Source: an optimization exercise on an open RTL-to-GDS flow (aim: small area). Production flows keep margins and buffers that such runs may drop.
In this exercise RTL edits were held to simulation tests only and were not proved equivalent to the original.
The clock port is modelled as an ideal driver, which makes a skipped or thinned clock tree look cheaper than it is; a real chip needs a root buffer or a tree.
Power and IR drop assume default switching activity.

<file path="flow/flow/abc_area.abc">
&get -n
&dch -f
&nf -R 1000
&put
</file>
<file path="flow/flow/run.sh">
#!/bin/bash
# Own layout flow: the standard ORFS flow, with
#  - the standard synthesis script (synth_recipe.tcl) run unchanged except that
#    ABC maps the logic with an area-oriented script (flow/abc_area.abc) and
#    no full/half adder cells are extracted,
#  - port buffers made of buf_1 cells instead of the resizer's default choice,
#  - clock tree synthesis with larger leaf clusters and no dummy loads, and
#    the tree's branch level removed after CTS (flow/flatten_clock.tcl), so the
#    root buffer drives every leaf buffer.
# Each tool's full output stays in the ORFS logs under orfs/logs; make's own
# output goes to make_*.log and the flattening step's to flatten_clock.log in
# this folder.
set -euo pipefail
W=$(cd "$(dirname "$0")/.." && pwd)
cd "$W"
export OWN_FLOW_DIR="$W/flow"
export FLOW_SYNTH_TCL="$W/synth_recipe.tcl"
export BUFFER_PORTS_ARGS="-buffer_cell sky130_fd_sc_hd__buf_1"
export CTS_ARGS="-sink_clustering_enable -repair_clock_nets -dont_use_dummy_load -buf_list sky130_fd_sc_hd__clkbuf_16 -sink_clustering_size 36 -sink_clustering_max_diameter 100"
sed -e "s#SYNTH_SCRIPT=[^ ]*#SYNTH_SCRIPT=$W/flow/synth.tcl#" standard.sh > "$W/own_standard.sh"
bash "$W/own_standard.sh" cts > "$W/make_cts.log" 2>&1
R="$W/orfs/results/sky130hd/tiny45_top/base"
RESULTS_DIR="$R" openroad -no_init -exit "$W/flow/flatten_clock.tcl" > "$W/flatten_clock.log" 2>&1
bash "$W/own_standard.sh" finish > "$W/make_finish.log" 2>&1
test -f "$W/out/final.def"
</file>
<file path="flow/flow/flatten_clock.tcl">
# Remove the clock tree's branch buffers: every leaf buffer they drive is moved
# onto the root buffer's output net. The leaf buffers and their sinks are left
# as CTS made them, so every register keeps a clock of the same depth.
set P /OpenROAD-flow-scripts/flow/platforms/sky130hd
read_db $::env(RESULTS_DIR)/4_cts.odb
set block [ord::get_db_block]
set clk_net [$block findNet clk]
# The root buffer is the one cell the clock port drives
set roots {}
foreach it [$clk_net getITerms] {
  if { [$it isInputSignal] } { lappend roots [$it getInst] }
}
if { [llength $roots] != 1 } {
  puts "flatten_clock: the clock port drives [llength $roots] cells, leaving the tree as it is"
  exit 0
}
set root [lindex $roots 0]
set root_out [[$root findITerm X] getNet]
set moved 0
set removed 0
foreach it [$root_out getITerms] {
  if { ![$it isInputSignal] } { continue }
  set inst [$it getInst]
  set master [[$inst getMaster] getName]
  if { ![string match "sky130_fd_sc_hd__clkbuf_*" $master] } { continue }
  set out_net [[$inst findITerm X] getNet]
  if { $out_net eq "NULL" } { continue }
  # Only branch buffers, whose loads are all clock buffers, are removed
  set loads {}
  set all_bufs 1
  foreach l [$out_net getITerms] {
    if { [$l isInputSignal] } {
      lappend loads $l
      if { ![string match "sky130_fd_sc_hd__clkbuf_*" [[[$l getInst] getMaster] getName]] } { set all_bufs 0 }
    }
  }
  if { !$all_bufs || [llength $loads] == 0 } { continue }
  foreach l $loads {
    $l disconnect
    $l connect $root_out
    incr moved
  }
  $it disconnect
  [$inst findITerm X] disconnect
  odb::dbInst_destroy $inst
  odb::dbNet_destroy $out_net
  incr removed
}
puts "flatten_clock: removed $removed branch buffers, moved $moved leaf buffers onto [$root_out getName]"
write_db $::env(RESULTS_DIR)/4_cts.odb
</file>
<file path="flow/design.v">
package tiny45_pkg;
    localparam int counter_bits  = 3;
    typedef logic [3:0] nibble_t;
    localparam logic [6:0] op_load    = 7'b0000011;
    localparam logic [6:0] op_store   = 7'b0100011;
    localparam logic [6:0] op_alu_imm = 7'b0010011;
    localparam logic [6:0] op_alu_reg = 7'b0110011;
    localparam logic [6:0] op_lui     = 7'b0110111;
    localparam logic [6:0] op_auipc   = 7'b0010111;
endpackage
module tiny45_alu (
    input  logic                first,
    input  logic                last,
    input  logic                sub,
    input  logic                slt_signed,
    input  logic                logic_op,
    input  logic [1:0]          f,
    input  tiny45_pkg::nibble_t a,
    input  tiny45_pkg::nibble_t b,
    input  logic                cy,
    output tiny45_pkg::nibble_t result,
    output logic                cy_next
);
    tiny45_pkg::nibble_t b_eff;
    tiny45_pkg::nibble_t s;
    tiny45_pkg::nibble_t g;
    logic [4:0]          c;
    logic                lt;
    assign b_eff = sub ? ~b : b;
    assign c[0]  = !logic_op && (first ? sub : cy);
    always_comb begin
        for (int i = 0; i < 4; i++) begin
            s[i]   = a[i] ^ b_eff[i] ^ c[i];
            g[i]   = (a[i] & b_eff[i]) | (c[i] & (a[i] ^ b_eff[i]));
            c[i+1] = g[i] && !logic_op;
        end
    end
    assign lt      = (slt_signed && (a[3] != b[3])) ? a[3] : !g[3];
    assign cy_next = last ? lt : g[3];
    always_comb begin
        result = s;
        if (logic_op) begin
            case (f)
                2'b10:   result = s | g;
                2'b11:   result = g;
                default: result = s;
            endcase
        end
    end
endmodule
module tiny45_registers (
    input  logic                clk,
    input  logic                swept,
    input  logic                wr_en,
    input  logic [3:0]          rs1,
    input  logic [3:0]          rs2,
    input  logic [3:0]          rd,
    input  tiny45_pkg::nibble_t data_rd,
    output tiny45_pkg::nibble_t data_rs1,
    output tiny45_pkg::nibble_t data_rs2
);
    logic [31:0] regs [1:15];
    logic [15:1] we;
    logic [15:1] keep;
    always_comb begin
        for (int i = 1; i < 16; i++) begin
            we[i]   = wr_en && (rd == 4'(i));
            keep[i] = swept && !we[i];
        end
    end
    always_ff @(posedge clk) begin
        for (int i = 1; i < 16; i++) begin
            regs[i] <= {we[i] ? data_rd : (regs[i][3:0] & {4{swept}}), regs[i][31:4]};
        end
    end
    always_comb begin
        data_rs1 = '0;
        data_rs2 = '0;
        for (int i = 1; i < 16; i++) begin
            data_rs1 = data_rs1 | (regs[i][3:0] & {4{rs1 == 4'(i)}});
            data_rs2 = data_rs2 | (regs[i][3:0] & {4{rs2 == 4'(i)}});
        end
        data_rs1 = data_rs1 & {4{swept}};
        data_rs2 = data_rs2 & {4{swept}};
    end
endmodule
module tiny45_decoder (
    input  logic                clk,
    input  logic                swept,        
    input  logic [31:0]         instr,
    input  logic [2:0]          counter,
    input  logic                first,        
    input  logic                retired,      
    input  logic                is_store,
    input  logic                is_upper,     
    output tiny45_pkg::nibble_t imm,
    output tiny45_pkg::nibble_t pc
);
    logic [31:0] pc_reg;                         
    logic        pc_cy;
    logic [4:0]  pc_sum;
    tiny45_pkg::nibble_t pc_nib;
    logic sel_a, sel_b, sel_c, sel_d, sel_e, sel_sign;
    assign sel_a    = is_upper ? counter == 3'd5 : counter == 3'd0;
    assign sel_b    = is_upper ? counter == 3'd6 : counter == 3'd1;
    assign sel_c    = is_upper ? counter == 3'd7 : counter == 3'd2;
    assign sel_d    = is_upper && counter == 3'd3;
    assign sel_e    = is_upper && counter == 3'd4;
    assign sel_sign = !is_upper && counter >= 3'd3;
    always_comb begin
        for (int j = 0; j < 4; j++) begin
            imm[j] = (sel_a && (is_store ? instr[7+j] : instr[20+j]))
                   | (sel_b && ((is_store && j == 0) ? instr[11] : instr[24+j]))
                   | (sel_c && instr[28+j])
                   | (sel_d && instr[12+j])
                   | (sel_e && instr[16+j])
                   | (sel_sign && instr[31]);
        end
    end
    assign pc_nib = swept ? pc_reg[3:0] : 4'h0;
    assign pc_sum = {1'b0, pc_nib} + (first ? {2'b00, retired && swept, 2'b00} : {4'b0000, pc_cy});
    assign pc     = pc_sum[3:0];
    always_ff @(posedge clk) begin
        pc_reg <= {pc_sum[3:0], pc_reg[31:4]};
        pc_cy  <= pc_sum[4];
    end
endmodule
module tiny45_core (
    input  logic                clk,
    input  logic                rstn,
    input  logic [31:0]         instr,
    input  tiny45_pkg::nibble_t data_in,
    input  logic                load_data_ready,
    output logic                instr_complete,
    output logic [31:0]         data_out,
    output logic                address_ready,
    output logic                store_data_ready
);
    logic [2:0]          counter;
    logic                first;
    logic                last;
    logic                later;                  
    logic                is_load;
    logic                is_store;
    logic                is_alu_imm;
    logic                is_alu_reg;
    logic                is_lui;
    logic                is_auipc;
    logic                is_alu;
    logic                is_slt;
    logic [2:0]          funct3;
    logic                sub;
    logic                cy;
    logic                cy_next;
    logic                wr_en;
    tiny45_pkg::nibble_t data_rd;
    tiny45_pkg::nibble_t data_rs1;
    tiny45_pkg::nibble_t data_rs2;
    tiny45_pkg::nibble_t imm;
    tiny45_pkg::nibble_t pc;
    tiny45_pkg::nibble_t alu_a;
    tiny45_pkg::nibble_t alu_b;
    tiny45_pkg::nibble_t alu_out;
    logic [31:0]         out_word;
    logic                store_data;
    assign funct3     = instr[14:12];
    assign is_load    = instr[6:0] == tiny45_pkg::op_load;
    assign is_store   = instr[6:0] == tiny45_pkg::op_store;
    assign is_alu_imm = instr[6:0] == tiny45_pkg::op_alu_imm;
    assign is_alu_reg = instr[6:0] == tiny45_pkg::op_alu_reg;
    assign is_lui     = instr[6:0] == tiny45_pkg::op_lui;
    assign is_auipc   = instr[6:0] == tiny45_pkg::op_auipc;
    assign is_alu     = is_alu_imm || is_alu_reg;
    assign is_slt     = is_alu && funct3[2:1] == 2'b01;
    assign sub        = is_slt || (is_alu_reg && instr[30] && funct3 == 3'b000);
    assign first = counter == 3'd0;
    assign last  = counter == 3'd7;
    always_ff @(posedge clk) begin
        if (!rstn) begin
            counter <= '0;
        end else begin
            counter <= counter + 3'd1;
        end
    end
    logic swept;
    always_ff @(posedge clk) begin
        swept <= rstn && (swept || last);
    end
    always_ff @(posedge clk) begin
        if (!rstn) begin
            later <= 1'b0;
        end else if (last) begin
            later <= !instr_complete;
        end
    end
    tiny45_decoder u_decoder (
        .clk      (clk),
        .swept    (swept),
        .instr    (instr),
        .counter  (counter),
        .first    (first),
        .retired  (!later),
        .is_store (is_store),
        .is_upper (is_lui || is_auipc),
        .imm      (imm),
        .pc       (pc)
    );
    tiny45_registers u_registers (
        .clk      (clk),
        .swept    (swept),
        .wr_en    (wr_en),
        .rs1      (instr[18:15]),
        .rs2      (instr[23:20]),
        .rd       (instr[10:7]),
        .data_rd  (data_rd),
        .data_rs1 (data_rs1),
        .data_rs2 (data_rs2)
    );
    assign store_data = is_store && later;
    assign alu_a = is_auipc ? pc : ((is_lui || store_data) ? 4'h0 : data_rs1);
    assign alu_b = (is_alu_reg || store_data) ? data_rs2 : imm;
    tiny45_alu u_alu (
        .first      (first),
        .last       (last),
        .sub        (sub),
        .slt_signed (!funct3[0]),
        .logic_op   (is_alu && funct3[2] && funct3[1:0] != 2'b01),
        .f          (funct3[1:0]),
        .a          (alu_a),
        .b          (alu_b),
        .cy         (cy),
        .result     (alu_out),
        .cy_next    (cy_next)
    );
    always_ff @(posedge clk) begin
        cy <= cy_next;
    end
    always_comb begin
        if (is_load) begin
            wr_en   = load_data_ready && later;
            data_rd = data_in;
        end else if (is_slt) begin
            wr_en   = later;                     
            data_rd = {3'b000, cy && first};
        end else begin
            wr_en   = is_alu || is_lui || is_auipc;
            data_rd = alu_out;
        end
    end
    always_ff @(posedge clk) begin
        out_word <= {alu_out, out_word[31:4]};
    end
    always_comb begin
        instr_complete = 1'b0;
        if (last) begin
            if (is_slt || is_store) begin
                instr_complete = later;
            end else if (is_load) begin
                instr_complete = later && load_data_ready;
            end else begin
                instr_complete = 1'b1;
            end
        end
    end
    assign data_out         = out_word;
    assign address_ready    = last && !later && (is_load || is_store);
    assign store_data_ready = last && later && is_store;
endmodule
module tiny45_top (
    input  logic                clk,
    input  logic                rstn,
    input  logic [31:0]         instr,
    input  tiny45_pkg::nibble_t data_in,
    input  logic                load_data_ready,
    output logic                instr_complete,
    output logic [31:0]         data_out,
    output logic                address_ready,
    output logic                store_data_ready
);
    tiny45_core u_core (
        .clk              (clk),
        .rstn             (rstn),
        .instr            (instr),
        .data_in          (data_in),
        .load_data_ready  (load_data_ready),
        .instr_complete   (instr_complete),
        .data_out         (data_out),
        .address_ready    (address_ready),
        .store_data_ready (store_data_ready)
    );
endmodule
</file>
<file path="flow/standard.sh">
#!/bin/bash
# synth_recipe.tcl (not shown) runs the flow's synth.tcl, then flattens the netlist and writes it again
# the make line also repeats each setting of config.mk as NAME=value (left out here)
make -C /OpenROAD-flow-scripts/flow DESIGN_CONFIG=/design/flow/config.mk WORK_HOME=/design/flow/orfs CLKGATE_MAP_FILE= SYNTH_SCRIPT=/design/flow/synth_recipe.tcl "${@:-finish}"
</file>
<file path="flow/flow/synth.tcl">
# The standard flow's synthesis script, with ABC given an area-oriented mapping script
# and no adder extraction.
# Flip-flops are mapped before ABC runs, so the registers are the standard ones.
proc abc {args} {
  set i [lsearch -exact $args -script]
  if { $i >= 0 } {
    set args [lreplace $args [expr {$i + 1}] [expr {$i + 1}] $::env(OWN_FLOW_DIR)/abc_area.abc]
  }
  yosys abc {*}$args
}
# No full/half adder cells: ABC maps the adders to plain gates, which is smaller here
proc extract_fa {args} {}
source $::env(FLOW_SYNTH_TCL)
</file>
<file path="flow/config.mk">
export PLATFORM = sky130hd
export DESIGN_NAME = tiny45_top
export DESIGN_NICKNAME = tiny45_top
export VERILOG_FILES = /design/flow/design.v
export SDC_FILE = /design/flow/constraint.sdc
export NUM_CORES = 4
export LEC_CHECK = 0
export CAP_MARGIN = 20
export CORE_MARGIN = 2
export CORE_UTILIZATION = 65
export SLEW_MARGIN = 20
</file>
<file path="flow/constraint.sdc">
create_clock -name core_clock -period 10.0 [get_ports {clk}]
set_input_delay 2.0000 -clock core_clock [delete_from_list [all_inputs] [get_ports {clk}]]
set_output_delay 2.0000 -clock core_clock [all_outputs]
set_load 0.01 [all_outputs]
</file>
==> metrics.md, run 1 <==
| Metric | Value |
|---|---|
| Status | timing/DRC/antenna clean |
| Fmax | 158 MHz |
| Final Hold Viols | 0 |
| Largest net degree at the start of global routing | 72 |
| Initial antenna violation count | 0 |
| Area contributors post-synth | dfxtp_1 (82%), nand3_1 (2.3%), o21ai_0 (2.2%), nand2_1 (2.1%), a221o_1 (2.1%) |
| Clock sinks | 551 |
| Routed len/inst | around 19 um |
| Async set or reset register ratio after synthesis | 0% |
| Nets@finish | 1113 |
| Area occupied by multi-input gates | around 0.0024 sq mm |
| Slew HR | 47.4% |
| Max Fanout on Critical Path | 11 |
| Final setup fails | 0 |
| DRT Pass-1 Iters | 7 |
| Critical path capture point type | register |
| Util after Layout | 71.6% |
| Post-synth top cells | dfxtp_1 (551), nand2_1 (76), nand3_1 (63) |
| Die H | roughly 150 um |
| Post-cts hold buffer count | 0 |
| Die area | 0.0219 sq mm |
| Tot Pwr | 3.25 mW |
| Synth warn | 5 |
| Syn Nets | 1015 |
| Dpl cells | 1325 |
| Total core area | around 0.020 sq mm |
| Fillers | 1354 |
| Leak pwr | around 5.5 nW |
| Global-route wire length before repair | 38.6 mm |
| Clk_skew | 0.0321 ns |
| GRT Total Usage | approximately a quarter |
| DIE WIDTH | 148 um |
| Simple-Gate Fraction of Synth Area | 8.42% |
| Mux cell area share after synthesis | 0.372% |
| Maximum vdd drop | approximately 0.21 mV |
| Area after DPL | 0.0141 sq mm |
| Initial Util | between 60% and 70% |
| Routed vias | 7256 |
| Number of flops mapped to enable cells by yosys | 0 |
| Routed Antenna Nets | 0 |
| Max_cap viols | 0 |
| Max reg flops | 480 |
| Final wirelength | 25.3 mm |
| Syn Area/Cell | 13.8 sq um |
| Post_cts resized | 0 |
| Synth area leader | dfxtp_1 |
| Synthesized cell area | 0.0135 sq mm |
| Main combinational cell family by area after synthesis | simple AND/OR/NAND/NOR gates |
| DRC | 0 |
| Least-Margin Pin Slew | just under 0.8 ns |
| Initial DRC count | 562 |
| Most frequent cell after synthesis | dfxtp_1 |
| Share of cells above drive strength 1 | 2.24% |
| Post-synthesis sequential area ratio | 82.0% |
| Worst EP arrival | 6.70 ns |
| Cell area after layout | 0.0145 sq mm |
| GP Congestion | 0.903 |
| Clock latency (worst-skew pair) | approximately 0.50 ns |
| Port Buffers | 73 |
| Synth Register Bits | 551 |
| Slew Viols, Final | 0 |
| Adder-Cell Fraction of Synth Area | 0% |
| Yosys cell types | 35 |
| Crit share post-route | 63.2% |
| Hold WC Path Type | reg -> reg |
| Area growth, synth to finish | 8.05% |
| Startpoint Class | primary input |
| # Post-CTS Setup Buffers | 0 |
| Mapped Cells | 976 |
| CP required | 10.38 ns |
| Yosys top cell area share | roughly four fifths |
| Register area | 0.0110 sq mm |
| Final TNS setup | 0 ns |
| Power density cells | around 220 mW/mm^2 |
| CTS clk-pin slew, worst paths | 0.12 ns |
| CP Class | in -> reg |
| Xor/xnor share of the synthesized area | 0.911% |
| Diodes inserted | 0 |
| Fin cells | ~1300 |
| HPWL after DPL | 17.3 mm |
| Row Count | 52 |
| Predominant post-synthesis flop cell | dfxtp_1 |
| Vias in the first global route | about 6900 |
| Compound-gate portion of the synthesized area | about 8.2% |
| RSZ-0062 raised after global routing | no |
| Num ports | between 70 and 80 |
| Min cycle time layout | 6.32 ns |
| DR vias/cell | 5.41 |
| Total global routing overflow | 0 |
-- kinds of logic after synthesis --
family / after synthesis
AO/OA/AOI/OAI: 161
XOR/XNOR: 14
AND/OR/NAND/NOR: 241
multiplexers: 5
buffers and inverters: 4
flip-flops: 551
-- layout by cell type (no fill, tap or decap), types with 2 or more instances in the layout --
cell / instances
dfxtp_1: 550
nand2_1: 76
buf_1: 73
nand3_1: 63
o21ai_0: 58
nor2_1: 38
a221o_1: 28
a21oi_1: 23
nor3_1: 20
clkbuf_16: 17
nand2b_1: 15
a221oi_1: 14
a22oi_1: 13
nand4_1: 10
xnor2_1: 9
a22o_1: 9
buf_4: 6
xor2_1: 5
o22ai_1: 5
nor2b_1: 5
mux2i_1: 5
clkinv_1: 4
and3b_1: 3
and3_1: 3
a41oi_1: 3
or3_1: 2
nand3b_1: 2
a21boi_0: 2
-- power breakdown --
group          internal, mW  switching, mW
Clock                 0.307          0.565
Combinational        0.0394         0.0900
Sequential             2.23         0.0168
-- path summary, 6_finish.rpt --
check | from | endpoint | slack (ns) | depth (start not counted)
worst max-delay path | instr[16] | u_core.u_registers.regs[12][30] | 3.68 | 21
worst min-delay path | u_core.u_registers.regs[1][9] | u_core.u_registers.regs[1][5] | 0.31 | 0
worst max register to register | u_core.u_registers.regs[2][0] | u_core.u_registers.regs[12][30] | 5.42 | 18
worst min register to register | u_core.u_registers.regs[1][9] | u_core.u_registers.regs[1][5] | 0.31 | 0
-- stage by stage --
stage	hold WS, ns	setup slack (ns)
finish	0.312	3.68
global route	0.303	3.37
CTS	0.305	3.80
detailed placement	0.312	3.28
global placement	0.310	3.46
floorplan	0.310	3.87
-- per-layer routing --
| metal | vias to the layer above | share of wire, % | wire length [um] | global-route usage (%) |
|---|---|---|---|---|
| met4 | 0 | 2.8 | 720 | 9.38 |
| met3 | 46 | 7.5 | 1910 | 6.05 |
| met1 | 3399 | 47 | 11800 | 33.9 |
| met5 | - | 0 | 0 | 0 |
| li1 | 3548 | - | - | - |
| met2 | 263 | 43 | 10900 | 36.3 |
-- critical path: stages --
cell and delay (ns):
buf_1 0.25, nand2b_1 0.22, nor3_1 0.11, a22o_1 0.24, a221o_1 0.25, a221o_1 0.27
a221o_1 0.28, a221o_1 0.27, a221oi_1 0.22, nand4_1 0.13, a22oi_1 0.25, xnor2_1 0.15
o22a_1 0.19, or2_0 0.24, o21ai_0 0.21, nor2b_1 0.23, xnor2_1 0.14, o22ai_1 0.10
a22oi_1 0.51, buf_4 0.29, o21ai_0 0.13
-- final cells by class --
type                       count  share of cell area (%)
multi-input combinational    421                    16.6
inverter                       4                   0.103
clock buffer                  17                    2.93
timing repair buffer          79                    2.19
sequential                   551                    75.9
tap                          270                    2.32
==> run 2: changes to the inputs <==
--- a/flow/design.v
+++ b/flow/design.v
@@ -52,6 +52,8 @@
     input  logic                clk,
     input  logic                swept,
     input  logic                wr_en,
+    input  logic                rd_en1,      
+    input  logic                rd_en2,
     input  logic [3:0]          rs1,
     input  logic [3:0]          rs2,
     input  logic [3:0]          rd,
@@ -70,19 +72,48 @@
     end
     always_ff @(posedge clk) begin
         for (int i = 1; i < 16; i++) begin
-            regs[i] <= {we[i] ? data_rd : (regs[i][3:0] & {4{swept}}), regs[i][31:4]};
+            regs[i] <= {(data_rd & {4{we[i]}}) | (regs[i][3:0] & {4{keep[i]}}), regs[i][31:4]};
         end
     end
+    logic [15:1] sel1;
+    logic [15:1] sel2;
+    logic [4:0]  grp1 [4];
+    logic [4:0]  grp2 [4];
     always_comb begin
-        data_rs1 = '0;
-        data_rs2 = '0;
         for (int i = 1; i < 16; i++) begin
-            data_rs1 = data_rs1 | (regs[i][3:0] & {4{rs1 == 4'(i)}});
-            data_rs2 = data_rs2 | (regs[i][3:0] & {4{rs2 == 4'(i)}});
+            sel1[i] = swept && rd_en1 && rs1 == 4'(i);
+            sel2[i] = swept && rd_en2 && rs2 == 4'(i);
         end
-        data_rs1 = data_rs1 & {4{swept}};
-        data_rs2 = data_rs2 & {4{swept}};
     end
+    for (genvar j = 0; j < 4; j++) begin : g_bit
+        for (genvar k = 0; k < 5; k++) begin : g_grp
+            tiny45_aoi222 u_rd1 (
+                .a1 (regs[3*k+1][j]), .a2 (sel1[3*k+1]),
+                .b1 (regs[3*k+2][j]), .b2 (sel1[3*k+2]),
+                .c1 (regs[3*k+3][j]), .c2 (sel1[3*k+3]),
+                .y  (grp1[j][k])
+            );
+            tiny45_aoi222 u_rd2 (
+                .a1 (regs[3*k+1][j]), .a2 (sel2[3*k+1]),
+                .b1 (regs[3*k+2][j]), .b2 (sel2[3*k+2]),
+                .c1 (regs[3*k+3][j]), .c2 (sel2[3*k+3]),
+                .y  (grp2[j][k])
+            );
+        end
+        assign data_rs1[j] = !(&grp1[j]);
+        assign data_rs2[j] = !(&grp2[j]);
+    end
+endmodule
+module tiny45_aoi222 (
+    input  logic a1,
+    input  logic a2,
+    input  logic b1,
+    input  logic b2,
+    input  logic c1,
+    input  logic c2,
+    output logic y
+);
+    assign y = !((a1 && a2) || (b1 && b2) || (c1 && c2));
 endmodule
 module tiny45_decoder (
     input  logic                clk,
@@ -93,6 +124,7 @@
     input  logic                retired,      
     input  logic                is_store,
     input  logic                is_upper,     
+    input  logic                imm_en,       
     output tiny45_pkg::nibble_t imm,
     output tiny45_pkg::nibble_t pc
 );
@@ -101,12 +133,12 @@
     logic [4:0]  pc_sum;
     tiny45_pkg::nibble_t pc_nib;
     logic sel_a, sel_b, sel_c, sel_d, sel_e, sel_sign;
-    assign sel_a    = is_upper ? counter == 3'd5 : counter == 3'd0;
-    assign sel_b    = is_upper ? counter == 3'd6 : counter == 3'd1;
-    assign sel_c    = is_upper ? counter == 3'd7 : counter == 3'd2;
-    assign sel_d    = is_upper && counter == 3'd3;
-    assign sel_e    = is_upper && counter == 3'd4;
-    assign sel_sign = !is_upper && counter >= 3'd3;
+    assign sel_a    = imm_en && (is_upper ? counter == 3'd5 : counter == 3'd0);
+    assign sel_b    = imm_en && (is_upper ? counter == 3'd6 : counter == 3'd1);
+    assign sel_c    = imm_en && (is_upper ? counter == 3'd7 : counter == 3'd2);
+    assign sel_d    = imm_en && is_upper && counter == 3'd3;
+    assign sel_e    = imm_en && is_upper && counter == 3'd4;
+    assign sel_sign = imm_en && !is_upper && counter >= 3'd3;
     always_comb begin
         for (int j = 0; j < 4; j++) begin
             imm[j] = (sel_a && (is_store ? instr[7+j] : instr[20+j]))
@@ -163,6 +195,8 @@
     tiny45_pkg::nibble_t alu_out;
     logic [31:0]         out_word;
     logic                store_data;
+    logic                use_rs1;
+    logic                use_rs2;
     assign funct3     = instr[14:12];
     assign is_load    = instr[6:0] == tiny45_pkg::op_load;
     assign is_store   = instr[6:0] == tiny45_pkg::op_store;
@@ -202,6 +236,7 @@
         .retired  (!later),
         .is_store (is_store),
         .is_upper (is_lui || is_auipc),
+        .imm_en   (!use_rs2),
         .imm      (imm),
         .pc       (pc)
     );
@@ -209,6 +244,8 @@
         .clk      (clk),
         .swept    (swept),
         .wr_en    (wr_en),
+        .rd_en1   (use_rs1),
+        .rd_en2   (use_rs2),
         .rs1      (instr[18:15]),
         .rs2      (instr[23:20]),
         .rd       (instr[10:7]),
@@ -217,8 +254,10 @@
         .data_rs2 (data_rs2)
     );
     assign store_data = is_store && later;
-    assign alu_a = is_auipc ? pc : ((is_lui || store_data) ? 4'h0 : data_rs1);
-    assign alu_b = (is_alu_reg || store_data) ? data_rs2 : imm;
+    assign use_rs1 = !(is_auipc || is_lui || store_data);
+    assign use_rs2 = is_alu_reg || store_data;
+    assign alu_a = data_rs1 | (pc & {4{is_auipc}});
+    assign alu_b = data_rs2 | imm;
     tiny45_alu u_alu (
         .first      (first),
         .last       (last),
--- a/flow/flow/run.sh
+++ b/flow/flow/run.sh
@@ -3,6 +3,9 @@
 #  - the standard synthesis script (synth_recipe.tcl) run unchanged except that
 #    ABC maps the logic with an area-oriented script (flow/abc_area.abc) and
 #    no full/half adder cells are extracted,
+#  - the three-term AND-OR-invert cells of the register read ports
+#    (module tiny45_aoi222) mapped on their own before the netlist is
+#    flattened, so each becomes one a222oi cell,
 #  - port buffers made of buf_1 cells instead of the resizer's default choice,
 #  - clock tree synthesis with larger leaf clusters and no dummy loads, and
 #    the tree's branch level removed after CTS (flow/flatten_clock.tcl), so the
@@ -15,6 +18,7 @@
 cd "$W"
 export OWN_FLOW_DIR="$W/flow"
 export FLOW_SYNTH_TCL="$W/synth_recipe.tcl"
+export SYNTH_KEEP_MODULES="tiny45_aoi222"
 export BUFFER_PORTS_ARGS="-buffer_cell sky130_fd_sc_hd__buf_1"
 export CTS_ARGS="-sink_clustering_enable -repair_clock_nets -dont_use_dummy_load -buf_list sky130_fd_sc_hd__clkbuf_16 -sink_clustering_size 36 -sink_clustering_max_diameter 100"
 sed -e "s#SYNTH_SCRIPT=[^ ]*#SYNTH_SCRIPT=$W/flow/synth.tcl#" standard.sh > "$W/own_standard.sh"
==> metrics.md, run 2 <==
| Metric | Value |
|---|---|
| Mapped Cells | 956 (was 976) |
| Min cycle time layout | 6.62 ns (was 6.32 ns) |
| CTS clk-pin slew, worst paths | 0.12 ns (about the same) |
| Area contributors post-synth | dfxtp_1 (83%), a222oi_1 (3.3%), nand2_1 (2.6%), o21ai_0 (2.4%), nand3_1 (1.7%) (was dfxtp_1 (82%), nand3_1 (2.3%), o21ai_0 (2.2%), nand2_1 (2.1%), a221o_1 (2.1%)) |
| Port Buffers | 73 (unchanged) |
| Main combinational cell family by area after synthesis | simple AND/OR/NAND/NOR gates (unchanged) |
| Most common cell after layout, fill and taps aside | dfxtp_1 (unchanged) |
| Routed vias | 7277 (was 7256) |
| Critical path buffers and inverters | 2 (unchanged) |
| Nets@finish | 1092 (was 1113) |
| Synth warn | 8 (was 5) |
| Final setup fails | 0 (unchanged) |
| DIE WIDTH | 147 um (was 148 um) |
| Maximum vdd drop | 0.211 mV (about the same) |
| Die H | 147 um (was 148 um) |
| Initial DRC count | 848 (was 562) |
| Largest net degree at the start of global routing | 43 (was 72) |
| Clk_skew | 0.0345 ns (was 0.0321 ns) |
| Post_cts resized | 0 (unchanged) |
| Routed len/inst | 20.2 um (was 18.9 um) |
| RSZ-0062 raised after global routing | no (unchanged) |
| GRT Total Usage | 25.3% (was 24.0%) |
| Net Sw Frac | 20.7% (about the same) |
| Status | timing/DRC/antenna clean (unchanged) |
| Xor/xnor share of the synthesized area | 0.923% (was 0.911%) |
| Register-to-Register Path Depth | 20 (was 18) |
| Int Pwr | 2.57 mW (was 2.58 mW) |
| Predominant post-synthesis flop cell | dfxtp_1 (unchanged) |
| Mux cell area share after synthesis | 0% (was 0.372%) |
| DR vias/cell | 5.50 (was 5.41) |
| Row Count | 52 (unchanged) |
| Yosys cell types | 33 (was 35) |
| Clock power frac | 27.0% (was 26.9%) |
| Least-Margin Pin Slew | 1.08 ns (was 0.788 ns) |
| Part of the power in registers | 69.3% (was 69.2%) |
| Fillers | 1315 (was 1354) |
| Post-synth top cells | dfxtp_1 (551), nand2_1 (91), o21ai_0 (64) (was dfxtp_1 (551), nand2_1 (76), nand3_1 (63)) |
| Syn Nets | 995 (was 1015) |
| Hold path cells | 0 (unchanged) |
| Power density cells | 225 mW/mm^2 (was 223 mW/mm^2) |
| Total core area | 0.0202 sq mm (was 0.0203 sq mm) |
| HPWL after DPL | 18.0 mm (was 17.3 mm) |
| Most frequent cell after synthesis | dfxtp_1 (unchanged) |
| Initial antenna violation count | 3 (was 0) |
| CP required | 10.42 ns (was 10.38 ns) |
| Syn Area/Cell | 13.9 sq um (was 13.8 sq um) |
| Final TNS setup | 0 ns (unchanged) |
| Compound-gate portion of the synthesized area | 7.54% (was 8.22%) |
| Async set or reset register ratio after synthesis | 0% (unchanged) |
| Leak pwr | 5.36 nW (was 5.49 nW) |
| Total global routing overflow | 0 (unchanged) |
| Synth Register Bits | 551 (unchanged) |
| Post-synthesis sequential area ratio | 83.0% (was 82.0%) |
| Simple-Gate Fraction of Synth Area | 8.48% (was 8.42%) |
| Final Hold Viols | 0 (unchanged) |
| Critical path capture point type | register (unchanged) |
| Max_cap viols | 0 (unchanged) |
| Slew HR | 28.1% (was 47.4%) |
| Yosys top cell area share | 83.0% (was 82.0%) |
| Worst EP arrival | 7.04 ns (was 6.70 ns) |
| Slew Viols, Final | 0 (unchanged) |
| Post-cts hold buffer count | 0 (unchanged) |
| Synth area leader | dfxtp_1 (unchanged) |
| Area growth, synth to finish | 8.17% (was 8.05%) |
| Die area | 0.0216 sq mm (was 0.0219 sq mm) |
| Comb pwr share | 3.7% (was 4.0%) |
| Share of cells above drive strength 1 | 2.19% (was 2.24%) |
| Most used cell, CP | a21oi_1 (was a221o_1) |
| Util after Layout | 71.3% (was 71.6%) |
| Max Fanout on Critical Path | 15 (was 11) |
| Clock latency (worst-skew pair) | 0.50 ns (about the same) |
| CP top delay family | simple AND/OR/NAND/NOR gates (was compound AO/OA/AOI/OAI gates) |
| Routed Antenna Nets | 0 (unchanged) |
| Startpoint Class | primary input (unchanged) |
| Initial Util | 65.9% (was 66.3%) |
| Critical path depth | 24 (was 21) |
| CP Class | in -> reg (unchanged) |
| Max reg flops | 480 (unchanged) |
| Crit share post-route | 66.2% (was 63.2%) |
| Max incr delay on CP | 0.40 ns (was 0.51 ns) |
| Slowest CP cell | nor3_1 (was a22oi_1) |
| CP Cell Sequence | buf_1 > nand2_1 > or3_1 > nor2_1 > a22oi_1 > nor2b_1 > nand3b_1 > nor3_1 > a222oi_1 > nand3_1 > nor4_1 > nand3_1 > xor2_1 > xnor2_1 > o22a_1 > or3_1 > a21oi_1 > a21oi_1 > nor3_1 > a21oi_1 > o2bb2ai_1 > a22oi_1 > buf_4 > o21ai_0 (was buf_1 > nand2b_1 > nor3_1 > a22o_1 > a221o_1 > a221o_1 > a221o_1 > a221o_1 > a221oi_1 > nand4_1 > a22oi_1 > xnor2_1 > o22a_1 > or2_0 > o21ai_0 > nor2b_1 > xnor2_1 > o22ai_1 > a22oi_1 > buf_4 > o21ai_0) |
| Num ports | 74 (unchanged) |
| Global-route wire length before repair | 39.7 mm (was 38.6 mm) |
| Number of flops mapped to enable cells by yosys | 0 (unchanged) |
| DRT Pass-1 Iters | 10 (was 7) |
| Hold WC Path Type | reg -> reg (unchanged) |
| Most frequent cells in the layout | dfxtp_1 (551), nand2_1 (91), buf_1 (73), o21ai_0 (64) (was dfxtp_1 (550), nand2_1 (76), buf_1 (73), nand3_1 (63), o21ai_0 (58)) |
| Final wirelength | 26.7 mm (was 25.3 mm) |
| Adder-Cell Fraction of Synth Area | 0% (unchanged) |
| Fmax | 151 MHz (was 158 MHz) |
| # Post-CTS Setup Buffers | 0 (unchanged) |
| Vias in the first global route | 7009 (was 6864) |
| Sw Pwr | 669 uW (was 672 uW) |
| GP Congestion | 0.922 (was 0.903) |
| Clock sinks | 551 (unchanged) |
| DRC | 0 (unchanged) |
| Synthesized cell area | 0.0133 sq mm (was 0.0135 sq mm) |
run 2: kinds of logic (layout without fill, tap and decap cells):
| logic type | after synthesis | count (layout) |
|---|---|---|
| AND/OR/NAND/NOR | 243 | 243 |
| other | 0 | 3 |
| XOR/XNOR | 14 | 14 |
| flip-flops | 551 | 551 |
| buffers and inverters | 2 | 97 |
| AO/OA/AOI/OAI | 146 | 146 |
run 2: final cells by class:
| class | instances | area [sq um] | share of cell area [%] |
|---|---|---|---|
| Tap cell | 270 | 338 | 2.35 |
| Timing Repair Buffer | 78 | 312 | 2.17 |
| Multi-Input combinational cell | 403 | 2260 | 15.7 |
| Inverter | 2 | 7.51 | 0.0522 |
| Antenna cell | 3 | 7.51 | 0.0522 |
| Sequential cell | 551 | 11000 | 76.7 |
| Clock buffer | 17 | 425 | 2.96 |
run 2: power groups by stage:
stage	clock network (mW)	logic (mW)	registers, mW
after floorplan	0	0.0381	2.31
after global placement	0	0.116	2.29
after detailed placement	0	0.117	2.29
after CTS	0.940	0.118	2.25
after global routing	0.962	0.128	2.25
final	0.876	0.119	2.24
run 2: routing by layer:
layer | vias up | track usage, % | part of all wire, %
met4 | 2 | 8.17 | 2.2
met3 | 45 | 8.17 | 8.0
met5 | - | 0 | 0.049
met1 | 3457 | 33.9 | 45
met2 | 284 | 39.7 | 45
li1 | 3489 | - | -
run 2: through the flow:
step / instances / hold slack, ns / setup slack (ns) / power, mW / cell area, sq um
2_1_floorplan: 956 / 0.310 / 3.88 / 2.35 / 13300
3_3_place_gp: 1304 / 0.309 / 3.36 / 2.41 / 13900
3_5_place_dp: 1304 / 0.312 / 3.05 / 2.41 / 13900
4_1_cts: 1323 / 0.308 / 3.56 / 3.30 / 14400
5_1_grt: 1321 / 0.310 / 3.09 / 3.34 / 14400
6_report: 1324 / 0.301 / 3.38 / 3.24 / 14400
run 2: final timing paths:
| check | start | end | slack, ns |
|---|---|---|---|
| worst max-delay path | instr[0] | u_core.u_registers.regs[9][31] | 3.38 |
| worst min-delay path | u_core.u_registers.regs[9][10] | u_core.u_registers.regs[9][6] | 0.30 |
| worst max register to register | u_core.later | u_core.u_registers.regs[9][31] | 5.20 |
| worst min register to register | u_core.u_registers.regs[9][10] | u_core.u_registers.regs[9][6] | 0.30 |
run 2: per-module statistics from Yosys, one instance, submodules excluded:
| module | cell area [sq um] | flip-flops and latches | times used |
|---|---|---|---|
| tiny45_aoi222 | 10.0 | 0 | 40 |
| tiny45_top | 12900 | 551 | 1 |
==> run 3: changes to the inputs <==
--- a/flow/flow/run.sh
+++ b/flow/flow/run.sh
@@ -20,7 +20,7 @@
 export FLOW_SYNTH_TCL="$W/synth_recipe.tcl"
 export SYNTH_KEEP_MODULES="tiny45_aoi222"
 export BUFFER_PORTS_ARGS="-buffer_cell sky130_fd_sc_hd__buf_1"
-export CTS_ARGS="-sink_clustering_enable -repair_clock_nets -dont_use_dummy_load -buf_list sky130_fd_sc_hd__clkbuf_16 -sink_clustering_size 36 -sink_clustering_max_diameter 100"
+export CTS_ARGS="-sink_clustering_enable -repair_clock_nets -dont_use_dummy_load -buf_list sky130_fd_sc_hd__buf_12 -sink_clustering_size 32 -sink_clustering_max_diameter 100"
 sed -e "s#SYNTH_SCRIPT=[^ ]*#SYNTH_SCRIPT=$W/flow/synth.tcl#" standard.sh > "$W/own_standard.sh"
 bash "$W/own_standard.sh" cts > "$W/make_cts.log" 2>&1
 R="$W/orfs/results/sky130hd/tiny45_top/base"
--- a/flow/flow/flatten_clock.tcl
+++ b/flow/flow/flatten_clock.tcl
@@ -21,8 +21,8 @@
 foreach it [$root_out getITerms] {
   if { ![$it isInputSignal] } { continue }
   set inst [$it getInst]
-  set master [[$inst getMaster] getName]
-  if { ![string match "sky130_fd_sc_hd__clkbuf_*" $master] } { continue }
+  # CTS names its buffers clkbuf_*
+  if { ![string match "clkbuf_*" [$inst getName]] } { continue }
   set out_net [[$inst findITerm X] getNet]
   if { $out_net eq "NULL" } { continue }
   # Only branch buffers, whose loads are all clock buffers, are removed
@@ -31,7 +31,7 @@
   foreach l [$out_net getITerms] {
     if { [$l isInputSignal] } {
       lappend loads $l
-      if { ![string match "sky130_fd_sc_hd__clkbuf_*" [[[$l getInst] getMaster] getName]] } { set all_bufs 0 }
+      if { ![string match "clkbuf_*" [[$l getInst] getName]] } { set all_bufs 0 }
     }
   }
   if { !$all_bufs || [llength $loads] == 0 } { continue }
==> metrics.md, run 3 <==
| Metric | Value |
|---|---|
| Status | timing/DRC/antenna clean (unchanged) |
| RSZ-0062 raised after global routing | no (unchanged) |
| Post-synth top cells | dfxtp_1 (551), nand2_1 (91), o21ai_0 (64) (unchanged) |
| Slew HR | 28.4% (was 28.1%) |
| Initial DRC count | 824 (was 848) |
| Routed Antenna Nets | 0 (unchanged) |
| Die H | 147 um (unchanged) |
| Area growth, synth to finish | 7.81% (was 8.17%) |
| Max_cap viols | 0 (unchanged) |
| GRT Total Usage | 25.3% (about the same) |
| Routed len/inst | 20.1 um (was 20.2 um) |
| Worst r2r src | u_core.later (unchanged) |
| Final setup fails | 0 (unchanged) |
| Most frequent cell after synthesis | dfxtp_1 (unchanged) |
| Max Fanout on Critical Path | 15 (unchanged) |
| HP Start | u_core.u_registers.regs[9][8] (was u_core.u_registers.regs[9][10]) |
| CP Class | in -> reg (unchanged) |
| Total core area | 0.0202 sq mm (unchanged) |
| Hold path cells | 0 (unchanged) |
| Number of flops mapped to enable cells by yosys | 0 (unchanged) |
| Worst EP arrival | 7.01 ns (was 7.04 ns) |
| Min cycle time layout | 6.61 ns (was 6.62 ns) |
| Most frequent cells in the layout | dfxtp_1 (551), nand2_1 (91), buf_1 (73), o21ai_0 (64) (unchanged) |
| DRC | 0 (unchanged) |
| Most common cell after layout, fill and taps aside | dfxtp_1 (unchanged) |
| Port Buffers | 73 (unchanged) |
| DR vias/cell | 5.51 (was 5.50) |
| Least-Margin Pin Slew | 1.07 ns (was 1.08 ns) |
| Initial antenna violation count | 2 (was 3) |
| Die area | 0.0216 sq mm (unchanged) |
| Predominant post-synthesis flop cell | dfxtp_1 (unchanged) |
| Post_cts resized | 0 (unchanged) |
| HPWL after DPL | 18.0 mm (unchanged) |
| Final Hold Viols | 0 (unchanged) |
| Total global routing overflow | 0 (unchanged) |
| Final TNS setup | 0 ns (unchanged) |
| Critical path capture point type | register (unchanged) |
| Nets@finish | 1094 (was 1092) |
| Async set or reset register ratio after synthesis | 0% (unchanged) |
| Synthesized cell area | 0.0133 sq mm (unchanged) |
| DIE WIDTH | 147 um (unchanged) |
| Post-cts hold buffer count | 0 (unchanged) |
| Power density cells | 226 mW/mm^2 (was 225 mW/mm^2) |
| Global-route wire length before repair | 39.9 mm (was 39.7 mm) |
| CP required | 10.41 ns (was 10.42 ns) |
| Post-synthesis sequential area ratio | 83.0% (unchanged) |
| Synth Register Bits | 551 (unchanged) |
| Row Count | 52 (unchanged) |
| Max reg flops | 480 (unchanged) |
| Yosys top cell area share | 83.0% (unchanged) |
| Largest net degree at the start of global routing | 43 (unchanged) |
| Final wirelength | 26.7 mm (about the same) |
| Initial Util | 65.9% (unchanged) |
| Synth warn | 8 (unchanged) |
| Synth area leader | dfxtp_1 (unchanged) |
| Num ports | 74 (unchanged) |
| CTS clk-pin slew, worst paths | 0.11 ns (was 0.12 ns) |
| R2R Setup Slk | 5.17 ns (was 5.20 ns) |
| Area contributors post-synth | dfxtp_1 (83%), a222oi_1 (3.3%), nand2_1 (2.6%), o21ai_0 (2.4%), nand3_1 (1.7%) (unchanged) |
| Leak pwr | 5.33 nW (was 5.36 nW) |
| Register-to-Register Path Depth | 20 (unchanged) |
| Yosys cell types | 33 (unchanged) |
| Syn Area/Cell | 13.9 sq um (unchanged) |
| Crit share post-route | 66.1% (was 66.2%) |
| Worst Setup SP | instr[0] (unchanged) |
| Mapped Cells | 956 (unchanged) |
| Clock sinks | 551 (unchanged) |
| Final setup margin | 3.39 ns (was 3.38 ns) |
| Fmax | 151 MHz (about the same) |
| Maximum vdd drop | 0.191 mV (was 0.211 mV) |
| Routed vias | 7296 (was 7277) |
| Hold WC Path Type | reg -> reg (unchanged) |
| Startpoint Class | primary input (unchanged) |
| # Post-CTS Setup Buffers | 0 (unchanged) |
| Clock latency (worst-skew pair) | 0.49 ns (was 0.50 ns) |
| Clk_skew | 0.0582 ns (was 0.0345 ns) |
| DP Worst Slack | 3.05 ns (unchanged) |
| Syn Nets | 995 (unchanged) |
| GP Congestion | 0.922 (unchanged) |
| Share of cells above drive strength 1 | 2.37% (was 2.19%) |
| Vias in the first global route | 6994 (was 7009) |
| DRT Pass-1 Iters | 8 (was 10) |
| Util after Layout | 71.0% (was 71.3%) |
| Slew Viols, Final | 0 (unchanged) |
## run 3: cell counts after synthesis
No cell type changed its count.
## run 3: final cells by class
class	instances	area, sq um
Sequential cell	551	11000
Fill cell	1314	5840
Multi-Input combinational cell	403	2260
Clock buffer	19	380
Tap cell	270	338
Timing Repair Buffer	78	312
Inverter	2	7.51
Antenna cell	2	5.00
## run 3: power breakdown
group	internal, mW	leakage (nW)	total (mW)	switching, mW
Clock	0.295	0.179	0.881	0.586
Sequential	2.23	4.45	2.24	0.0155
Combinational	0.0347	0.706	0.119	0.0843
## run 3: critical path, stage by stage
cell       delay, ns
buf_1           0.10
nand2_1         0.10
or3_1           0.35
nor2_1          0.34
a22oi_1         0.24
nor2b_1         0.33
nand3b_1        0.21
nor3_1          0.40
a222oi_1        0.16
nand3_1         0.16
nor4_1          0.07
nand3_1         0.10
xor2_1          0.25
xnor2_1         0.14
o22a_1          0.21
or3_1           0.38
a21oi_1         0.23
a21oi_1         0.13
nor3_1          0.24
a21oi_1         0.11
o2bb2ai_1       0.21
a22oi_1         0.10
buf_4           0.23
o21ai_0         0.22
## run 3: through the flow
stage                     hold WS [ns]  instances  instance area [sq um]  power (mW)
after global routing             0.271       1323                  14300        3.34
after global placement           0.309       1304                  13900        2.41
after floorplan                  0.310        956                  13300        2.35
after detailed placement         0.312       1304                  13900        2.41
after CTS                        0.267       1325                  14400        3.31
final                            0.266       1325                  14300        3.24
## run 3: per-module statistics from Yosys, one instance, submodules excluded
module,flip-flops and latches,times used
tiny45_aoi222,0,40
tiny45_top,551,1
## run 3: path summary, 6_finish.rpt
check	to
worst max-delay path	u_core.u_registers.regs[9][31]
worst min-delay path	u_core.u_registers.regs[9][4]
worst max register to register	u_core.u_registers.regs[9][31]
worst min register to register	u_core.u_registers.regs[9][4]
## run 3: layer usage
layer  share of wire [%]  routed length [um]  track usage, %
met1                  45               12100            35.1
met2                  44               11900            38.9
met3                 8.1                2160            7.86
met4                 2.3                 607            7.74
met5                   0                   0               0
## run 3: kinds of logic after synthesis
kind of cell              after synthesis  synth area share, %
xor gates and xnor gates               14                0.923
AOI/OAI and AO/OA                     146                 7.54
buffers and inverters                   2               0.0565
DFF                                   551                 83.0
and+or+nand+nor                       243                 8.48
==> run 4: changes to the inputs <==
--- a/flow/flow/run.sh
+++ b/flow/flow/run.sh
@@ -7,9 +7,10 @@
 #    (module tiny45_aoi222) mapped on their own before the netlist is
 #    flattened, so each becomes one a222oi cell,
 #  - port buffers made of buf_1 cells instead of the resizer's default choice,
-#  - clock tree synthesis with larger leaf clusters and no dummy loads, and
-#    the tree's branch level removed after CTS (flow/flatten_clock.tcl), so the
-#    root buffer drives every leaf buffer.
+#  - clock tree synthesis with buf_12 buffers, larger leaf clusters and no
+#    dummy loads; after CTS (flow/flatten_clock.tcl) the tree's branch level
+#    is removed, so the root buffer drives every leaf buffer, and any leaf
+#    whose estimated sink slew is high is resized to clkbuf_16.
 # Each tool's full output stays in the ORFS logs under orfs/logs; make's own
 # output goes to make_*.log and the flattening step's to flatten_clock.log in
 # this folder.
--- a/flow/flow/flatten_clock.tcl
+++ b/flow/flow/flatten_clock.tcl
@@ -47,4 +47,35 @@
   incr removed
 }
 puts "flatten_clock: removed $removed branch buffers, moved $moved leaf buffers onto [$root_out getName]"
+
+# Leaf buffers whose sinks see a high estimated slew get a stronger cell
+set P $::env(FLOW_HOME)/platforms/sky130hd
+read_liberty $P/lib/sky130_fd_sc_hd__tt_025C_1v80.lib
+read_sdc $::env(RESULTS_DIR)/4_cts.sdc
+source $P/setRC.tcl
+set_propagated_clock [all_clocks]
+estimate_parasitics -placement
+set strong [[ord::get_db] findMaster sky130_fd_sc_hd__clkbuf_16]
+set resized 0
+foreach it [$root_out getITerms] {
+  if { ![$it isInputSignal] } { continue }
+  set inst [$it getInst]
+  if { ![string match "clkbuf_*" [$inst getName]] } { continue }
+  if { [[$inst getMaster] getName] ne "sky130_fd_sc_hd__buf_12" } { continue }
+  set worst 0
+  foreach l [get_pins -of_objects [get_nets [[[$inst findITerm X] getNet] getName]] -filter "direction==input"] {
+    set s [get_property $l slew_max]
+    if { $s > $worst } { set worst $s }
+  }
+  if { $worst > 0.113 } {
+    puts "flatten_clock: [$inst getName] estimated sink slew $worst, resized to clkbuf_16"
+    $inst swapMaster $strong
+    incr resized
+  }
+}
+puts "flatten_clock: resized $resized leaf buffers"
+if { $resized > 0 } {
+  detailed_placement
+  check_placement
+}
 write_db $::env(RESULTS_DIR)/4_cts.odb
==> metrics.md, run 4 <==
| Metric | Value |
|---|---|
| GP Congestion | 0.922 (unchanged) |
| Final setup fails | 0 (unchanged) |
| Min cycle time layout | 6.69 ns (was 6.61 ns) |
| Largest net degree at the start of global routing | 43 (unchanged) |
| Tot Pwr | 3.25 mW (was 3.24 mW) |
| Synth Register Bits | 551 (unchanged) |
| Clk_skew | 0.110 ns (was 0.0582 ns) |
| Max_cap viols | 0 (unchanged) |
| Clock latency (worst-skew pair) | 0.54 ns (was 0.49 ns) |
| Predominant post-synthesis flop cell | dfxtp_1 (unchanged) |
| Max reg flops | 480 (unchanged) |
| Startpoint Class | primary input (unchanged) |
| Routed vias | 7273 (was 7296) |
| Post-cts hold buffer count | 0 (unchanged) |
| Initial antenna violation count | 2 (unchanged) |
| Least-Margin Pin Slew | 1.08 ns (was 1.07 ns) |
| DRT Pass-1 Iters | 10 (was 8) |
| Area growth, synth to finish | 8.00% (was 7.81%) |
| Post-synth top cells | dfxtp_1 (551), nand2_1 (91), o21ai_0 (64) (unchanged) |
| CP required | 10.39 ns (was 10.41 ns) |
| Max Fanout on Critical Path | 15 (unchanged) |
| Final Hold Viols | 0 (unchanged) |
| Total core area | 0.0202 sq mm (unchanged) |
| Slew HR | 28.3% (was 28.4%) |
| Final TNS setup | 0 ns (unchanged) |
| Share of cells above drive strength 1 | 2.37% (unchanged) |
| CTS clk-pin slew, worst paths | 0.11 ns (about the same) |
| Most frequent cell after synthesis | dfxtp_1 (unchanged) |
| # Post-CTS Setup Buffers | 0 (unchanged) |
| R2R Setup Slk | 5.13 ns (was 5.17 ns) |
| Status | timing/DRC/antenna clean (unchanged) |
| CP Class | in -> reg (unchanged) |
| Synthesized cell area | 0.0133 sq mm (unchanged) |
| DIE WIDTH | 147 um (unchanged) |
| Util after Layout | 71.2% (was 71.0%) |
| Mapped Cells | 956 (unchanged) |
| Number of flops mapped to enable cells by yosys | 0 (unchanged) |
| Synth area leader | dfxtp_1 (unchanged) |
| Global-route wire length before repair | 40.1 mm (was 39.9 mm) |
| RSZ-0062 raised after global routing | no (unchanged) |
| Synth warn | 8 (unchanged) |
| DR vias/cell | 5.49 (was 5.51) |
| Register-to-Register Path Depth | 20 (unchanged) |
| Initial Util | 65.9% (unchanged) |
| Leak pwr | 5.35 nW (was 5.33 nW) |
| Nets@finish | 1094 (unchanged) |
| Worst EP arrival | 7.08 ns (was 7.01 ns) |
| RR Endpoint | u_core.u_registers.regs[9][31] (unchanged) |
| Final wirelength | 26.8 mm (was 26.7 mm) |
| Fillers | 1308 (was 1314) |
| Area contributors post-synth | dfxtp_1 (83%), a222oi_1 (3.3%), nand2_1 (2.6%), o21ai_0 (2.4%), nand3_1 (1.7%) (unchanged) |
| Power density cells | 227 mW/mm^2 (was 226 mW/mm^2) |
| Initial DRC count | 790 (was 824) |
| HP Start | u_core.u_registers.regs[9][8] (unchanged) |
| Critical path capture point type | register (unchanged) |
| Maximum vdd drop | 0.191 mV (about the same) |
| Routed Antenna Nets | 0 (unchanged) |
| Clock sinks | 551 (unchanged) |
| Row Count | 52 (unchanged) |
| Yosys top cell area share | 83.0% (unchanged) |
| Yosys cell types | 33 (unchanged) |
| Most common cell after layout, fill and taps aside | dfxtp_1 (unchanged) |
| Post-synthesis sequential area ratio | 83.0% (unchanged) |
| Post_cts resized | 0 (unchanged) |
| Hold path cells | 0 (unchanged) |
| Slew Viols, Final | 0 (unchanged) |
| Most frequent cells in the layout | dfxtp_1 (551), nand2_1 (91), buf_1 (73), o21ai_0 (64) (unchanged) |
| Worst r2r src | u_core.later (unchanged) |
| Total global routing overflow | 0 (unchanged) |
| Highest routed layer | met4 (unchanged) |
| Port Buffers | 73 (unchanged) |
| Vias in the first global route | 7007 (was 6994) |
| M1 WL | 12.0 mm (was 12.1 mm) |
| Async set or reset register ratio after synthesis | 0% (unchanged) |
| Hold EP | u_core.u_registers.regs[9][4] (unchanged) |
| Crit share post-route | 66.9% (was 66.1%) |
| Die H | 147 um (unchanged) |
| Syn Area/Cell | 13.9 sq um (unchanged) |
| DR WL met2 | 11.9 mm (about the same) |
| Die area | 0.0216 sq mm (unchanged) |
| HPWL after DPL | 18.0 mm (unchanged) |
| Syn Nets | 995 (unchanged) |
| Fmax | 149 MHz (was 151 MHz) |
| Num ports | 74 (unchanged) |
| GRT Total Usage | 25.5% (was 25.3%) |
| Routed len/inst | 20.2 um (was 20.1 um) |
| Hold WC Path Type | reg -> reg (unchanged) |
| DRC | 0 (unchanged) |
| Detail Route met3 WL | 2.27 mm (was 2.16 mm) |
-- run 4: cell counts after synthesis --
Identical to the previous run, type by type.
-- run 4: worst max-delay path by stage --
stage	startpoint	endpoint	slack, ns	depth (start not counted)
detailed placement	instr[0]	u_core.u_registers.regs[9][31]	3.05	24
global placement	instr[0]	u_core.u_registers.regs[7][31]	3.36	24
global route	instr[0]	u_core.u_registers.regs[9][31]	3.08	24
finish	instr[0]	u_core.u_registers.regs[9][31]	3.31	24
CTS	instr[0]	u_core.u_registers.regs[15][31]	3.51	24
floorplan	instr[3]	u_core.u_registers.regs[10][31]	3.88	21
-- run 4: logic make-up (layout without fill, tap and decap cells) --
family	count (synthesis)	in the layout	synth area share, %
other	0	2	0
XOR/XNOR	14	14	0.923
AO/OA/AOI/OAI	146	146	7.54
flip-flops	551	551	83.0
AND/OR/NAND/NOR	243	243	8.48
buffers and inverters	2	99	0.0565
-- run 4: critical path, stage by stage --
cell and delay (ns):
buf_1 0.10, nand2_1 0.09, or3_1 0.36, nor2_1 0.36
a22oi_1 0.25, nor2b_1 0.34, nand3b_1 0.21, nor3_1 0.40
a222oi_1 0.17, nand3_1 0.16, nor4_1 0.08, nand3_1 0.10
xor2_1 0.25, xnor2_1 0.14, o22a_1 0.21, or3_1 0.38
a21oi_1 0.23, a21oi_1 0.14, nor3_1 0.24, a21oi_1 0.11
o2bb2ai_1 0.21, a22oi_1 0.10, buf_4 0.23, o21ai_0 0.21
-- run 4: area by class of cell --
type,instances,area (sq um),area share [%]
Antenna cell,2,5.00,0.0349
Clock buffer,19,405,2.82
Inverter,2,7.51,0.0523
Multi-Input combinational cell,403,2260,15.7
Sequential cell,551,11000,76.8
Tap cell,270,338,2.35
Timing Repair Buffer,78,312,2.17
-- run 4: layer usage --
metal  vias up  GRT usage (%)
met2       314           38.9
met4         0           8.85
met3        44           7.45
li1       3488              -
met5         -              0
met1      3427           35.2
-- run 4: power breakdown --
part           switching [mW]  internal (mW)  total [mW]
Combinational          0.0838         0.0347       0.119
Clock                   0.584          0.307       0.892
Sequential             0.0155           2.23        2.24
-- run 4: per-stage QoR --
| step | hold WS [ns] | cell area (sq um) | instances | worst slack, ns |
|---|---|---|---|---|
| after floorplan | 0.310 | 13300 | 956 | 3.88 |
| after global placement | 0.309 | 13900 | 1304 | 3.36 |
| after detailed placement | 0.312 | 13900 | 1304 | 3.05 |
| after CTS | 0.267 | 14400 | 1325 | 3.51 |
| after global routing | 0.271 | 14300 | 1323 | 3.08 |
| final | 0.266 | 14400 | 1325 | 3.31 |
-- run 4: per-module statistics from Yosys, one instance, submodules excluded --
module,area [sq um],cells,flops+latches,copies in the design
tiny45_top,12900,916,551,1
tiny45_aoi222,10.0,1,0,40

## what the ideal ports hide
The flow's constraints put no driver on any port. The routed layouts listed below were extracted and timed again, unchanged, in two steps. Step 1, drivers: a clkbuf_16 drives clk and a buf_2 each remaining input, both assumed. Step 2 times the ports against the registers' clock, not the clock port: input delays grow and output delays shrink by t, the midpoint of the rising clock arrivals with the driver on. Slacks: no drivers / after step 1 / after step 2; pairs: no drivers / after step 1.
| run | t, ns | setup slack, ns | clock arrival spread, ns |
|---|---|---|---|
| run 1 | 0.532 | 3.678 / 3.673 / 3.141 | 0.033 / 0.032 |
| run 2 | 0.536 | 3.376 / 3.402 / 2.866 | 0.035 / 0.035 |
| run 3 | 0.512 | 3.392 / 3.418 / 2.906 | 0.058 / 0.058 |
| run 4 | 0.530 | 3.310 / 3.335 / 2.805 | 0.109 / 0.110 |
After both steps setup and hold are still met in every run listed. For run 1, which loses most, drivers alone change the setup slack by -0.005 ns; drivers and shift together by -0.537 ns.
